What follows belongs to an exercise in optimizing a design on an open flow for small area; a production flow would make more cautious choices.
At most, simulation tests tie the RTL to the original design; equivalence was not proved.
Power and IR drop assume default switching activity.

## lane 1
==> flow/design.v <==
`default_nettype none
package chol_types_pkg;
  typedef logic signed [16-1:0] sample_t;
  typedef logic signed [32-1:0] word_t;
  typedef logic signed [2*32-1:0] wide_t;
  typedef enum logic [1:0] {
    IDLE,     
    DOT,      
    DIVIDE,   
    ROOT      
  } solve_phase_t;
endpackage
`default_nettype wire
`default_nettype none
package chol_mem_pkg;
  typedef logic [$clog2(4)-1:0] em_idx_t;
  typedef logic [$clog2((4 * (4 + 1) / 2))-1:0] tri_addr_t;
  typedef enum logic [1:0] {
    SOLVER,
    GRAM,
    READOUT
  } req_id_t;
endpackage
`default_nettype wire
`timescale 1ns/1ps
`default_nettype none
module chol_update_top (
  input  logic                    clk,
  input  logic                    rst,
  input  logic                    start,
  input  chol_mem_pkg::em_idx_t   row_k,
  input  chol_types_pkg::sample_t u_sample,
  input  chol_types_pkg::sample_t vec_sample,
  input  logic                    sample_valid,
  input  logic                    rd_req,
  input  chol_mem_pkg::em_idx_t   rd_row,
  input  chol_mem_pkg::em_idx_t   rd_col,
  output logic                    band_req,
  output chol_mem_pkg::em_idx_t   band_col,
  output logic [$clog2(8)-1:0]      band_idx,
  output chol_types_pkg::word_t   rd_data,
  output logic                    rd_valid,
  output logic                    busy,
  output logic                    done
);
  localparam logic [3:0] ST_IDLE = 4'd0,
                         ST_REQ  = 4'd1,    
                         ST_WAIT = 4'd6,    
                         ST_MAC  = 4'd2,    
                         ST_LDA  = 4'd4,    
                         ST_MUL  = 4'd3,    
                         ST_LDD  = 4'd5,    
                         ST_NEG1 = 4'd10,    
                         ST_DIV  = 4'd8,
                         ST_NEG2 = 4'd11,    
                         ST_SQI  = 4'd12,   
                         ST_SQ   = 4'd9,
                         ST_WR   = 4'd7,   
                         ST_XF   = 4'd13;   
  logic [3:0]   st;
  logic [5:0]   cnt;
  logic [1:0]   k_r, j_r, m_r;
  logic [2:0]   b_r;
  logic [1:0]   hr, hc;
  logic         neg;
  logic [319:0] ring;
  logic [31:0]  acc;
  logic [32:0]  p;
  logic [31:0]  x;
  logic         c;
  logic         mb_r;   
  logic [1:0] hr_n, hc_n;
  logic [1:0] rsel, csel;
  logic       hit;
  assign hr_n = (hc == hr) ? hr + 2'd1 : hr;
  assign hc_n = (hc == hr) ? 2'd0 : hc + 2'd1;
  assign rsel = (st == ST_LDA || st == ST_LDD) ? j_r : k_r;
  assign csel = (st == ST_LDD || st == ST_WR) ? j_r : m_r;
  assign hit  = (hr == rsel) && (hc == csel);
  assign rd_data = ring[31:0];
  logic is_mac, is_mul, is_div, is_sq, is_dsq, is_mm;
  logic zp, mbit, en, sub, abit;
  logic [32:0] a_in, xs, b_in, sum;
  logic        qbit;
  assign is_mac = (st == ST_MAC);
  assign is_mul = (st == ST_MUL);
  assign is_div = (st == ST_DIV);
  assign is_sq  = (st == ST_SQ);
  assign is_dsq = is_div || is_sq;
  assign is_mm  = is_mac || is_mul;
  assign zp   = (cnt == 6'd0);
  assign abit = acc[31] && (cnt < 6'd32);
  assign mbit = is_mac ? x[16] : mb_r;
  logic a_r, a_l;
  assign a_r = !is_dsq && !zp;   
  assign a_l =  is_dsq && !zp;   
  assign a_in = ({33{a_r}} & {p[32], p[32:1]}) | ({33{a_l}} & {p[31:0], 1'b0}) |
                {32'd0, is_dsq && abit};
  assign en   = is_dsq ? (is_div || cnt[0]) : (mbit && (cnt < (is_mac ? 6'd16 : 6'd32)));
  assign sub  = is_dsq ? (zp || !p[32]) : (cnt == (is_mac ? 6'd15 : 6'd31));
  assign xs   = ({33{is_mac}} & {{17{x[15]}}, x[15:0]}) | ({33{!is_mac}} & {x[31], x});
  assign b_in = ({33{en}} & (xs ^ {33{sub}})) | {31'd0, is_sq && en, 1'b0};
  logic [16:0] cy;
  assign cy[0] = en && sub;
  genvar gi;
  generate for (gi = 0; gi < 16; gi++) begin : g_rc
    assign sum[gi] = a_in[gi] ^ b_in[gi] ^ cy[gi];
    assign cy[gi+1] = (a_in[gi] & b_in[gi]) | (cy[gi] & (a_in[gi] ^ b_in[gi]));
  end endgenerate
  assign sum[32:16] = a_in[32:16] + b_in[32:16] + {16'd0, cy[16]};
  assign qbit = !sum[32] && !(is_sq && neg);
  logic sa, sy, scin, ss, scout;
  logic ser_first;
  always_comb begin
    sa = acc[0];
    sy = p[0];
    scin = c;
    ser_first = 1'b0;
    case (st)
      ST_MAC: begin
        ser_first = (cnt == 6'd1);
        if (b_r == 3'd0) sa = 1'b0;   
      end
      ST_MUL: begin
        ser_first = (cnt == 6'd17);
        sy = !p[0];
      end
      default: begin   
        ser_first = (cnt == 6'd0);
        sa = !acc[0];
        sy = 1'b0;
      end
    endcase
    if (ser_first) scin = (st != ST_MAC);
    ss    = sa ^ sy ^ scin;
    scout = (sa & sy) | (sa & scin) | (sy & scin);
  end
  logic mul_go;
  logic mul_ser;
  assign mul_go  = (cnt >= 6'd32) || hit;
  assign mul_ser = (cnt >= 6'd17);
  logic x_samp, x_ring, x_shl, x_q, x_en_hi, x_en_lo;
  assign x_samp  = (st == ST_WAIT) && sample_valid;
  assign x_ring  = (st == ST_LDA || st == ST_LDD) && hit;
  assign x_shl   = (st == ST_SQI) || (st == ST_XF) || (is_sq && cnt[0]);
  assign x_q     = is_sq && qbit;
  assign x_en_lo = x_samp || x_ring || x_shl;
  assign x_en_hi = x_en_lo || is_mac;
  logic ring_wr, ring_rot;
  assign ring_wr  = (st == ST_WR) && hit;
  assign ring_rot = is_mul && hit && (cnt < 6'd32);
  logic acc_ser, acc_shl;
  assign acc_ser = (is_mac && cnt != 6'd0) || (is_mul && mul_go && mul_ser) ||
                   st == ST_NEG1 || st == ST_NEG2;
  assign acc_shl = is_dsq || st == ST_XF;   
  always_ff @(posedge clk) begin
    ring <= {ring[31:0], ring[319:64],
             ({32{ring_wr}} & acc) | ({32{ring_rot}} & {ring[32], ring[63:33]}) |
             ({32{!ring_wr && !ring_rot}} & ring[63:32])};
    mb_r <= ring[64];
    if (acc_ser || acc_shl) acc <= ({32{acc_ser}} & {ss, acc[31:1]}) |
                                   ({32{acc_shl}} & {acc[30:0], is_div ? qbit : x[31]});
    if (acc_ser) c <= scout;
    if (is_mac || (is_mul && mul_go) || is_dsq) p <= sum;
    if (x_en_hi) x[31:16] <= ({16{x_samp}} & vec_sample) | ({16{x_ring}} & ring[63:48]) |
                             ({16{is_mac}} & {1'b0, x[31:17]}) | ({16{x_shl}} & x[30:15]);
    if (x_en_lo) x[15:0]  <= ({16{x_samp}} & u_sample) | ({16{x_ring}} & ring[47:32]) |
                             ({16{x_shl}} & {x[14:2], x_q, 2'b01});
    if ((st == ST_LDD && hit) || (st == ST_SQI && cnt == 6'd0)) neg <= acc[31];
  end
  assign band_req = (st == ST_REQ);
  assign band_col = j_r;
  assign band_idx = b_r;
  always_ff @(posedge clk) begin
    if (rst) begin
      st       <= ST_IDLE;
      cnt      <= '0;
      k_r      <= '0;
      j_r      <= '0;
      m_r      <= '0;
      b_r      <= '0;
      hr       <= '0;
      hc       <= '0;
      busy     <= 1'b0;
      done     <= 1'b0;
      rd_valid <= 1'b0;
    end else begin
      hr       <= hr_n;
      hc       <= hc_n;
      rd_valid <= rd_req && !rd_valid &&
                  ((rd_row == hr && rd_col == hc) || (rd_row == hc && rd_col == hr));
      done     <= 1'b0;
      if (done) busy <= 1'b0;
      cnt <= cnt + 6'd1;
      case (st)
        ST_IDLE: begin
          if (start && !busy) begin
            busy <= 1'b1;
            k_r  <= row_k;
            j_r  <= '0;
            b_r  <= '0;
            st   <= ST_REQ;
          end
        end
        ST_REQ: st <= ST_WAIT;
        ST_WAIT: begin
          cnt <= '0;
          if (sample_valid) st <= ST_MAC;
        end
        ST_MAC: begin
          if (cnt == 6'd32) begin
            b_r <= b_r + 3'd1;
            m_r <= '0;
            cnt <= '0;
            if (b_r != 3'd7) st <= ST_REQ;
            else if (j_r != 2'd0) st <= ST_LDA;
            else if (j_r == k_r) st <= ST_SQI;
            else st <= ST_LDD;
          end
        end
        ST_LDA: begin
          cnt <= '0;
          if (hit) st <= ST_MUL;
        end
        ST_MUL: begin
          if (!mul_go) cnt <= cnt;
          else if (cnt == 6'd48) begin
            cnt <= '0;
            m_r <= m_r + 2'd1;
            if (m_r + 2'd1 != j_r) st <= ST_LDA;
            else if (j_r == k_r) st <= ST_SQI;
            else st <= ST_LDD;
          end
        end
        ST_LDD: begin
          cnt <= '0;
          if (hit) st <= acc[31] ? ST_NEG1 : ST_DIV;
        end
        ST_NEG1: if (cnt == 6'd31) begin
          cnt <= '0;
          st  <= ST_DIV;
        end
        ST_DIV: if (cnt == 6'd47) begin
          cnt <= '0;
          st  <= neg ? ST_NEG2 : ST_WR;
        end
        ST_NEG2: if (cnt == 6'd31) st <= ST_WR;
        ST_SQI: if (cnt == 6'd29) begin
          cnt <= '0;
          st  <= ST_SQ;
        end
        ST_SQ: if (cnt == 6'd47) begin
          cnt <= '0;
          st  <= ST_XF;
        end
        ST_XF: if (cnt == 6'd29) st <= ST_WR;
        ST_WR: begin
          if (hit) begin
            if (j_r == k_r) begin
              done <= 1'b1;
              st   <= ST_IDLE;
            end else begin
              j_r <= j_r + 2'd1;
              b_r <= '0;
              st  <= ST_REQ;
            end
          end
        end
        default: st <= ST_IDLE;
      endcase
    end
  end
endmodule
`default_nettype wire
clock: 12.0 ns
lec_check: 0
cap_margin: 20
core_margin: 2
core_utilization: 40
slew_margin: 20
standard.sh (not shown) runs the stock make flow with config.mk's settings and CLKGATE_MAP_FILE= SYNTH_SCRIPT=/design/flow/synth_recipe.tcl, a recipe that flattens the netlist after the stock synthesis.
==> flow/flow/run.sh <==
#!/bin/bash
# Standard ORFS layout (unchanged synthesis, floorplan, placement, routing)
# with two changes: ports get the smallest buffer (buf_1) instead of the
# default clkdlybuf4s50_1, and the clock tree uses clkbuf_4 leaf buffers on
# small sink clusters under a clkbuf_16 root, without dummy loads.
set -o pipefail
export BUFFER_PORTS_ARGS="-buffer_cell sky130_fd_sc_hd__buf_1"
export CTS_ARGS="-sink_clustering_enable -repair_clock_nets -dont_use_dummy_load -buf_list sky130_fd_sc_hd__clkbuf_4 -root_buf sky130_fd_sc_hd__clkbuf_16 -sink_clustering_size 10 -sink_clustering_max_diameter 45"
bash standard.sh > standard.log 2>&1
Relative to lane 1, the following input files were edited for lane 2:
-- flow/design.v --
<<< lane 1, line 46
  localparam logic [3:0] ST_IDLE = 4'd0,
                         ST_REQ  = 4'd1,    
                         ST_WAIT = 4'd6,    
                         ST_MAC  = 4'd2,    
                         ST_LDA  = 4'd4,    
                         ST_MUL  = 4'd3,    
                         ST_LDD  = 4'd5,    
                         ST_NEG1 = 4'd10,    
                         ST_DIV  = 4'd8,
                         ST_NEG2 = 4'd11,    
                         ST_SQI  = 4'd12,   
                         ST_SQ   = 4'd9,
                         ST_WR   = 4'd7,   
                         ST_XF   = 4'd13;   
  logic [3:0]   st;
>>> lane 2, line 46
  localparam logic [3:0] ST_IDLE = 4'd0,
                         ST_REQ  = 4'd1,    
                         ST_WAIT = 4'd2,    
                         ST_MAC  = 4'd3,    
                         ST_LDA  = 4'd4,    
                         ST_MUL  = 4'd5,    
                         ST_LDD  = 4'd6,    
                         ST_NEG1 = 4'd7,    
                         ST_DIV  = 4'd8,
                         ST_NEG2 = 4'd9,    
                         ST_SQI  = 4'd10,   
                         ST_SQ   = 4'd11,
                         ST_WR   = 4'd12,   
                         ST_XF   = 4'd13;   
  logic [3:0]   st;
Notes after the runs:
Lane 2 ends up with a cell count after placement that is 0.94% higher than in lane 1. Looking only at sequential power, and setting everything else aside, the lower value of lane 1 and lane 2 goes to lane 2. Data-path buffer share of cell area in the final layout delta (lane 1 -> lane 2): insignificant. The part of the cycle the worst path needs in lane 2 sits 0.62 points below the value recorded for lane 1. Combinational cell power, lane 1 and lane 2: higher on lane 1. Compare lane 1 and lane 2 | fmax lower: lane 1. In the flow results for lane 1 and lane 2, the buffer and inverter count on the worst path is smaller on lane 2. Relative to lane 1, the final cell area reported for lane 2 is higher. Lane 2 vs. lane 1: highest net fanout along the worst path saw an increase; number of detailed-routing iterations run before antenna repair saw a decrease.
Only the layout flow was run in lane 1; the RTL was not checked for function there.

========
RTL: the design.v shown in full above, as it stands there.
export LEC_CHECK = 0
export CAP_MARGIN = 20
export CORE_MARGIN = 2
export CORE_UTILIZATION = 40
export SLEW_MARGIN = 20
create_clock -name core_clock -period 12.0 [get_ports {clk}]
==> flow/flow/run.sh <==
#!/bin/bash
# Standard ORFS layout (unchanged synthesis, floorplan, placement, routing)
# with two changes: ports get the smallest buffer (buf_1) instead of the
# default clkdlybuf4s50_1, and the clock tree uses clkbuf_4 leaf buffers on
# small sink clusters under a clkbuf_16 root, without dummy loads.
set -o pipefail
export BUFFER_PORTS_ARGS="-buffer_cell sky130_fd_sc_hd__buf_1"
export CTS_ARGS="-sink_clustering_enable -repair_clock_nets -dont_use_dummy_load -buf_list sky130_fd_sc_hd__clkbuf_4 -root_buf sky130_fd_sc_hd__clkbuf_8 -tree_buf sky130_fd_sc_hd__clkbuf_8 -sink_clustering_size 10 -sink_clustering_max_diameter 45"
bash standard.sh > standard.log 2>&1
==> next run, changes <==
--- a/flow/design.v
+++ b/flow/design.v
@@ -56,7 +56,8 @@
                          ST_SQI  = 4'd12,   
                          ST_SQ   = 4'd9,
                          ST_WR   = 4'd7,   
-                         ST_XF   = 4'd13;   
+                         ST_XF   = 4'd13,   
+                         ST_DONE = 4'd14;
   logic [3:0]   st;
   logic [5:0]   cnt;
   logic [1:0]   k_r, j_r, m_r;
@@ -169,6 +170,8 @@
     if ((st == ST_LDD && hit) || (st == ST_SQI && cnt == 6'd0)) neg <= acc[31];
   end
   assign band_req = (st == ST_REQ);
+  assign busy     = (st != ST_IDLE);
+  assign done     = (st == ST_DONE);
   assign band_col = j_r;
   assign band_idx = b_r;
   always_ff @(posedge clk) begin
@@ -181,21 +184,16 @@
       b_r      <= '0;
       hr       <= '0;
       hc       <= '0;
-      busy     <= 1'b0;
-      done     <= 1'b0;
       rd_valid <= 1'b0;
     end else begin
       hr       <= hr_n;
       hc       <= hc_n;
       rd_valid <= rd_req && !rd_valid &&
                   ((rd_row == hr && rd_col == hc) || (rd_row == hc && rd_col == hr));
-      done     <= 1'b0;
-      if (done) busy <= 1'b0;
       cnt <= cnt + 6'd1;
       case (st)
         ST_IDLE: begin
-          if (start && !busy) begin
-            busy <= 1'b1;
+          if (start) begin
             k_r  <= row_k;
             j_r  <= '0;
             b_r  <= '0;
@@ -257,8 +255,7 @@
         ST_WR: begin
           if (hit) begin
             if (j_r == k_r) begin
-              done <= 1'b1;
-              st   <= ST_IDLE;
+              st   <= ST_DONE;
             end else begin
               j_r <= j_r + 2'd1;
               b_r <= '0;
@@ -266,7 +263,7 @@
             end
           end
         end
-        default: st <= ST_IDLE;
+        default: st <= ST_IDLE;   
       endcase
     end
   end
The new run ran to the end with no violations.
Global-route usage rose by 0.45 points.
Die area is about the same.
Via count is lower by 0.62%.
Critical path depth decreases by 1.
Core utilization is about the same.
Total power went down by 4.4%.
Wire length stays flat.
Function not checked in the first run of this note: the RTL went through the layout flow alone.

========
Another version of the RTL of chol_update_top (not shown whole).
Size: roughly 1300 cells after synthesis, roughly 450 flip-flops, about 84 I/O pins, roughly 15000 sq um of cells after synthesis.
export LEC_CHECK = 0
export CAP_MARGIN = 20
export CORE_MARGIN = 2
export CORE_UTILIZATION = 40
export SLEW_MARGIN = 20
create_clock -name core_clock -period 12.0 [get_ports {clk}]
==> flow/flow/run.sh <==
#!/bin/bash
# Standard ORFS layout (unchanged synthesis, floorplan, placement, routing)
# with two changes: ports get the smallest buffer (buf_1) instead of the
# default clkdlybuf4s50_1, and the clock tree uses clkbuf_8 leaf buffers on
# smaller sink clusters without dummy loads.
set -o pipefail
export BUFFER_PORTS_ARGS="-buffer_cell sky130_fd_sc_hd__buf_1"
export CTS_ARGS="-sink_clustering_enable -repair_clock_nets -dont_use_dummy_load -buf_list sky130_fd_sc_hd__clkbuf_4 -root_buf sky130_fd_sc_hd__clkbuf_16 -sink_clustering_size 10 -sink_clustering_max_diameter 45"
bash standard.sh > standard.log 2>&1
Rerun with:
--- a/flow/design.v
+++ b/flow/design.v
@@ -97,20 +97,20 @@
   assign a_in = ({33{a_r}} & {p[32], p[32:1]}) | ({33{a_l}} & {p[31:0], 1'b0}) |
                 {32'd0, is_dsq && abit};
   assign en   = is_dsq ? (is_div || cnt[0]) : (mbit && (cnt < (is_mac ? 6'd16 : 6'd32)));
   assign sub  = is_dsq ? (zp || !p[32]) : (cnt == (is_mac ? 6'd15 : 6'd31));
   assign xs   = ({33{is_mac}} & {{17{x[15]}}, x[15:0]}) | ({33{!is_mac}} & {x[31], x});
   assign b_in = ({33{en}} & (xs ^ {33{sub}})) | {31'd0, is_sq && en, 1'b0};
-  logic [20:0] cy;
+  logic [12:0] cy;
   assign cy[0] = en && sub;
   genvar gi;
-  generate for (gi = 0; gi < 20; gi++) begin : g_rc
+  generate for (gi = 0; gi < 12; gi++) begin : g_rc
     assign sum[gi] = a_in[gi] ^ b_in[gi] ^ cy[gi];
     assign cy[gi+1] = (a_in[gi] & b_in[gi]) | (cy[gi] & (a_in[gi] ^ b_in[gi]));
   end endgenerate
-  assign sum[32:20] = a_in[32:20] + b_in[32:20] + {12'd0, cy[20]};
+  assign sum[32:12] = a_in[32:12] + b_in[32:12] + {20'd0, cy[12]};
   assign qbit = !sum[32] && !(is_sq && neg);
   logic sa, sy, scin, ss, scout;
   logic ser_first;
   always_comb begin
     sa = acc[0];
     sy = p[0];
Outcome: The changed run ran to the end with no violations. Hold slack barely changes. Sequential power climbs by about 3%. Synthesized area climbs by 2.7%. Clock-buffer cell count drops by 2. Register-to-register slack improved by 0.72 ns. Utilization drops by 0.89 points. Cell area climbs by 0.77%. Sequential share of layout area drops by 0.46 points.
The RTL of the second run of this note was laid out without a check of its function.

afterwards: timing with drivers on the ports:
How much do the figures lean on ideal ports? The routed layouts below were timed once more, with nothing changed but the port constraints. Step 1, drivers: a clkbuf_16 drives clk and a buf_2 each remaining input, both assumed. Step 2 also shifts input and output timing later by t, the mid clock arrival at the registers, as if the neighbouring blocks saw the same clock. Three values: ideal, step 1, step 2; two values: the first two.
| run | t (ns) | slack for setup (ns) | worst hold slack (ns) | worst slew at a driven data input, ns |
|---|---|---|---|---|
| lane 1 | 0.546 | 0.683 / 0.683 / 0.683 | 0.270 / 0.270 / 0.270 | 0.07 |
| lane 2 | 0.557 | 0.758 / 0.758 / 0.758 | 0.304 / 0.304 / 0.304 | 0.05 |
| the first run of note 2 | 0.606 | 0.694 / 0.694 / 0.694 | 0.270 / 0.270 / 0.270 | 0.08 |
| the second run of note 2 | 0.633 | 0.713 / 0.713 / 0.713 | 0.280 / 0.280 / 0.280 | 0.04 |
| the first run of note 3 | 0.550 | 0.468 / 0.468 / 0.468 | 0.298 / 0.298 / 0.298 | 0.04 |
| the second run of note 3 | 0.549 | 1.184 / 1.184 / 1.184 | 0.298 / 0.298 / 0.298 | 0.05 |
After both steps setup and hold are still met in every run listed.
